From an optimization exercise on the open Yosys and OpenROAD flow, aimed at small area and a short achievable clock period; shortcuts taken in it are not production practice.
Power is estimated from default activity; no workload was simulated.

==> inputs of 12-07 <==
==> flow/design.v (excerpt) <==
module rope_sim_top (
    input  wire logic                    clk,
    input  wire logic                    reset,
    input  wire logic                    step,
    input  wire rope_sim_pkg::coord_t    anchor_x,
    input  wire rope_sim_pkg::coord_t    anchor_y,
    input  wire rope_sim_pkg::node_sel_t node_sel,
    output logic                         step_done,
    output logic                         busy,
    output rope_sim_pkg::coord_t         sel_x,
    output rope_sim_pkg::coord_t         sel_y
);
==> module verlet_node, before the edit <==
module verlet_node #(
    parameter int node_id = 0
) (
    input  wire logic                 clk,
    input  wire logic                 reset,
    input  wire logic                 verlet_state,
    input  wire logic                 fix_constraint_state,
    input  wire rope_sim_pkg::coord_t x_fix_constraint,
    input  wire rope_sim_pkg::coord_t y_fix_constraint,
    output rope_sim_pkg::coord_t      x_pos,
    output rope_sim_pkg::coord_t      y_pos
);
    rope_sim_pkg::coord_t x;
    rope_sim_pkg::coord_t y;
    rope_sim_pkg::coord_t px;
    rope_sim_pkg::coord_t py;
    always_ff @(posedge clk) begin
        if (reset) begin
            x  <= rope_sim_pkg::BASE_X;
            y  <= rope_sim_pkg::coord_t'(node_id) * rope_sim_pkg::NODE_SPACING;
            px <= rope_sim_pkg::BASE_X;
            py <= rope_sim_pkg::coord_t'(node_id) * rope_sim_pkg::NODE_SPACING;
        end else if (verlet_state) begin
            x  <= (x <<< 1) - px;
            y  <= (y <<< 1) - py + rope_sim_pkg::GRAVITY;
            px <= x;
            py <= y;
        end else if (fix_constraint_state) begin
            x <= x_fix_constraint;
            y <= y_fix_constraint;
        end
    end
    assign x_pos = x;
    assign y_pos = y;
endmodule
==> module rope_constraint, before the edit <==
module rope_constraint (
    input  wire rope_sim_pkg::coord_t anchor_x,
    input  wire rope_sim_pkg::coord_t anchor_y,
    input  wire logic [rope_sim_pkg::NUM_NODES-1:0][31:0] x_in,
    input  wire logic [rope_sim_pkg::NUM_NODES-1:0][31:0] y_in,
    output logic [rope_sim_pkg::NUM_NODES-1:0][31:0]      x_fix,
    output logic [rope_sim_pkg::NUM_NODES-1:0][31:0]      y_fix
);
    function automatic rope_sim_pkg::coord_t clamp_axis(
        input rope_sim_pkg::coord_t pos,
        input rope_sim_pkg::coord_t pred
    );
        rope_sim_pkg::coord_t offset;
        rope_sim_pkg::coord_t result;
        offset = pos - pred;
        if (offset > rope_sim_pkg::REST_LEN) begin
            result = pred + rope_sim_pkg::REST_LEN;
        end else if (offset < -rope_sim_pkg::REST_LEN) begin
            result = pred - rope_sim_pkg::REST_LEN;
        end else begin
            result = pos;
        end
        clamp_axis = result;
    endfunction
    assign x_fix[0] = anchor_x;
    assign y_fix[0] = anchor_y;
    for (genvar i = 1; i < rope_sim_pkg::NUM_NODES; i++) begin : g_clamp
        assign x_fix[i] = clamp_axis(x_in[i], x_fix[i-1]);
        assign y_fix[i] = clamp_axis(y_in[i], y_fix[i-1]);
    end
endmodule
==> module rope_sim_top, before the edit <==
module rope_sim_top (
    input  wire logic                    clk,
    input  wire logic                    reset,
    input  wire logic                    step,
    input  wire rope_sim_pkg::coord_t    anchor_x,
    input  wire rope_sim_pkg::coord_t    anchor_y,
    input  wire rope_sim_pkg::node_sel_t node_sel,
    output logic                         step_done,
    output logic                         busy,
    output rope_sim_pkg::coord_t         sel_x,
    output rope_sim_pkg::coord_t         sel_y
);
    logic verlet_state;
    logic fix_constraint_state;
    logic [rope_sim_pkg::NUM_NODES-1:0][31:0] x_pos;
    logic [rope_sim_pkg::NUM_NODES-1:0][31:0] y_pos;
    logic [rope_sim_pkg::NUM_NODES-1:0][31:0] x_fix;
    logic [rope_sim_pkg::NUM_NODES-1:0][31:0] y_fix;
    step_sequencer step_sequencer_inst (
        .clk                  (clk),
        .reset                (reset),
        .step                 (step),
        .verlet_state         (verlet_state),
        .fix_constraint_state (fix_constraint_state),
        .step_done            (step_done),
        .busy                 (busy)
    );
    for (genvar i = 0; i < rope_sim_pkg::NUM_NODES; i++) begin : g_node
        verlet_node #(
            .node_id (i)
        ) verlet_node_inst (
            .clk                  (clk),
            .reset                (reset),
            .verlet_state         (verlet_state),
            .fix_constraint_state (fix_constraint_state),
            .x_fix_constraint     (x_fix[i]),
            .y_fix_constraint     (y_fix[i]),
            .x_pos                (x_pos[i]),
            .y_pos                (y_pos[i])
        );
    end
    rope_constraint rope_constraint_inst (
        .anchor_x (anchor_x),
        .anchor_y (anchor_y),
        .x_in     (x_pos),
        .y_in     (y_pos),
        .x_fix    (x_fix),
        .y_fix    (y_fix)
    );
    position_readout position_readout_inst (
        .clk      (clk),
        .reset    (reset),
        .node_sel (node_sel),
        .x_in     (x_pos),
        .y_in     (y_pos),
        .sel_x    (sel_x),
        .sel_y    (sel_y)
    );
endmodule
clock: 24.0 ns
lec_check: 0
cap_margin: 20
core_margin: 2
core_utilization: 40
slew_margin: 20
run.sh (not shown) runs the stock make flow with config.mk's settings and CLKGATE_MAP_FILE= SYNTH_SCRIPT=/design/flow/synth_recipe.tcl, a recipe that flattens the netlist after the stock synthesis.
==> 02-17 (differences from 12-07) <==
--- a/flow/design.v
+++ b/flow/design.v
@@ -49,9 +49,9 @@
     input  wire logic                 clk,
     input  wire logic                 reset,
     input  wire logic                 verlet_state,
-    input  wire logic                 fix_constraint_state,
-    input  wire rope_sim_pkg::coord_t x_fix_constraint,
-    input  wire rope_sim_pkg::coord_t y_fix_constraint,
+    input  wire logic                 load,
+    input  wire rope_sim_pkg::coord_t x_load,
+    input  wire rope_sim_pkg::coord_t y_load,
     output rope_sim_pkg::coord_t      x_pos,
     output rope_sim_pkg::coord_t      y_pos
 );
@@ -70,9 +70,9 @@
             y  <= (y <<< 1) - py + rope_sim_pkg::GRAVITY;
             px <= x;
             py <= y;
-        end else if (fix_constraint_state) begin
-            x <= x_fix_constraint;
-            y <= y_fix_constraint;
+        end else if (load) begin
+            x <= x_load;
+            y <= y_load;
         end
     end
     assign x_pos = x;
@@ -82,34 +82,34 @@
 `timescale 1ns/10ps
 `default_nettype none
 module rope_constraint (
-    input  wire rope_sim_pkg::coord_t anchor_x,
-    input  wire rope_sim_pkg::coord_t anchor_y,
+    input  wire logic                                     active,
     input  wire logic [rope_sim_pkg::NUM_NODES-1:0][31:0] x_in,
     input  wire logic [rope_sim_pkg::NUM_NODES-1:0][31:0] y_in,
     output logic [rope_sim_pkg::NUM_NODES-1:0][31:0]      x_fix,
     output logic [rope_sim_pkg::NUM_NODES-1:0][31:0]      y_fix
 );
     function automatic rope_sim_pkg::coord_t clamp_axis(
+        input logic                 en,
         input rope_sim_pkg::coord_t pos,
         input rope_sim_pkg::coord_t pred
     );
         rope_sim_pkg::coord_t offset;
         rope_sim_pkg::coord_t result;
         offset = pos - pred;
-        if (offset > rope_sim_pkg::REST_LEN) begin
+        if (en && offset > rope_sim_pkg::REST_LEN) begin
             result = pred + rope_sim_pkg::REST_LEN;
-        end else if (offset < -rope_sim_pkg::REST_LEN) begin
+        end else if (en && offset < -rope_sim_pkg::REST_LEN) begin
             result = pred - rope_sim_pkg::REST_LEN;
         end else begin
             result = pos;
         end
         clamp_axis = result;
     endfunction
-    assign x_fix[0] = anchor_x;
-    assign y_fix[0] = anchor_y;
+    assign x_fix[0] = x_in[0];
+    assign y_fix[0] = y_in[0];
     for (genvar i = 1; i < rope_sim_pkg::NUM_NODES; i++) begin : g_clamp
-        assign x_fix[i] = clamp_axis(x_in[i], x_fix[i-1]);
-        assign y_fix[i] = clamp_axis(y_in[i], y_fix[i-1]);
+        assign x_fix[i] = clamp_axis(active, x_in[i], x_fix[i-1]);
+        assign y_fix[i] = clamp_axis(active, y_in[i], y_fix[i-1]);
     end
 endmodule
 `default_nettype wire
@@ -153,8 +153,8 @@
     logic fix_constraint_state;
     logic [rope_sim_pkg::NUM_NODES-1:0][31:0] x_pos;
     logic [rope_sim_pkg::NUM_NODES-1:0][31:0] y_pos;
-    logic [rope_sim_pkg::NUM_NODES-1:0][31:0] x_fix;
-    logic [rope_sim_pkg::NUM_NODES-1:0][31:0] y_fix;
+    logic [rope_sim_pkg::NUM_NODES-1:0][31:0] x_cur;
+    logic [rope_sim_pkg::NUM_NODES-1:0][31:0] y_cur;
     step_sequencer step_sequencer_inst (
         .clk                  (clk),
         .reset                (reset),
@@ -164,34 +164,45 @@
         .step_done            (step_done),
         .busy                 (busy)
     );
-    for (genvar i = 0; i < rope_sim_pkg::NUM_NODES; i++) begin : g_node
+    verlet_node #(
+        .node_id (0)
+    ) node0_inst (
+        .clk          (clk),
+        .reset        (reset),
+        .verlet_state (verlet_state),
+        .load         (fix_constraint_state),
+        .x_load       (anchor_x),
+        .y_load       (anchor_y),
+        .x_pos        (x_pos[0]),
+        .y_pos        (y_pos[0])
+    );
+    for (genvar i = 1; i < rope_sim_pkg::NUM_NODES; i++) begin : g_node
         verlet_node #(
             .node_id (i)
         ) verlet_node_inst (
-            .clk                  (clk),
-            .reset                (reset),
-            .verlet_state         (verlet_state),
-            .fix_constraint_state (fix_constraint_state),
-            .x_fix_constraint     (x_fix[i]),
-            .y_fix_constraint     (y_fix[i]),
-            .x_pos                (x_pos[i]),
-            .y_pos                (y_pos[i])
+            .clk          (clk),
+            .reset        (reset),
+            .verlet_state (verlet_state),
+            .load         (1'b1),
+            .x_load       (x_cur[i]),
+            .y_load       (y_cur[i]),
+            .x_pos        (x_pos[i]),
+            .y_pos        (y_pos[i])
         );
     end
     rope_constraint rope_constraint_inst (
-        .anchor_x (anchor_x),
-        .anchor_y (anchor_y),
-        .x_in     (x_pos),
-        .y_in     (y_pos),
-        .x_fix    (x_fix),
-        .y_fix    (y_fix)
+        .active (step_done),
+        .x_in   (x_pos),
+        .y_in   (y_pos),
+        .x_fix  (x_cur),
+        .y_fix  (y_cur)
     );
     position_readout position_readout_inst (
         .clk      (clk),
         .reset    (reset),
         .node_sel (node_sel),
-        .x_in     (x_pos),
-        .y_in     (y_pos),
+        .x_in     (x_cur),
+        .y_in     (y_cur),
         .sel_x    (sel_x),
         .sel_y    (sel_y)
     );
==> comparison table <==
Run status: 02-17 no timing/DRC/antenna violations; 12-07 no timing/DRC/antenna violations
Layout Nets: 02-17 7,572; 12-07 7,920
Met2 wire len: 02-17 86.01 mm; 12-07 94.42 mm
Starting utilization of the core area: 02-17 40.38%; 12-07 40.32%
Router iterations before antenna repair: 02-17 8; 12-07 6
IR drop worst, VDD: 02-17 0.00006743 V; 12-07 0.00005258 V
Met2 track utilization from global routing: 02-17 44.96%; 12-07 47.04%
Worst flop-to-flop path endpoint: 02-17 position_readout_inst.sel_y[1]$_SDFF_PP0_; 12-07 g_node[3].verlet_node_inst.y[31]$_SDFFE_PP0P_
Cell with the most instances on the worst path: 02-17 sky130_fd_sc_hd__a21oi_1; 12-07 sky130_fd_sc_hd__o21ai_0
Number of multi-input combinational cells in the layout: 02-17 5,394; 12-07 5,667
Cell Rows: 02-17 132; 12-07 137
Share of the final layout cell area in sequential cells: 02-17 19.98%; 12-07 18.75%
Highest clock rate: 02-17 0.05792 GHz; 12-07 0.04484 GHz
Standard cell with the maximum stage delay on the critical path: 02-17 sky130_fd_sc_hd__o31ai_1; 12-07 sky130_fd_sc_hd__nor4_1
Slew at the pin closest to its max-slew limit: 02-17 1.154 ns; 12-07 1.167 ns
Part of the cycle the worst path needs: 02-17 71.94%; 12-07 92.93%
Seq pwr share: 02-17 18.3%; 12-07 23.2%
Crit Path Category: 02-17 reg2reg; 12-07 in2reg
No run of this note included a check of the RTL's function; only the layout flow was run.

## static timing again, ports no longer ideal
How much do the figures lean on ideal ports? The routed layouts below were timed once more, with nothing changed but the port constraints. Step 1 (the two cells are an assumption about what drives the block):
set clk [get_ports {clk}]
set_driving_cell -lib_cell sky130_fd_sc_hd__clkbuf_16 $clk
set_driving_cell -lib_cell sky130_fd_sc_hd__buf_2 [delete_from_list [all_inputs] $clk]
Step 2 also shifts input and output timing later by t, the mid clock arrival at the registers, as if the neighbouring blocks saw the same clock. Three values: no drivers, after step 1, after step 2; two values: the first two.
| run | shift t [ns] | slack for setup (ns) | worst setup path after step 2 |
|---|---|---|---|
| 12-07 | 0.771 | 1.697 / 1.747 / 0.976 | input to register |
| 02-17 | 0.766 | 6.735 / 6.735 / 6.735 | register to register |
After both steps every run listed still meets setup and hold. The setup slack of 12-07, which loses most, moves by +0.050 ns with the drivers and by -0.721 ns with both steps.
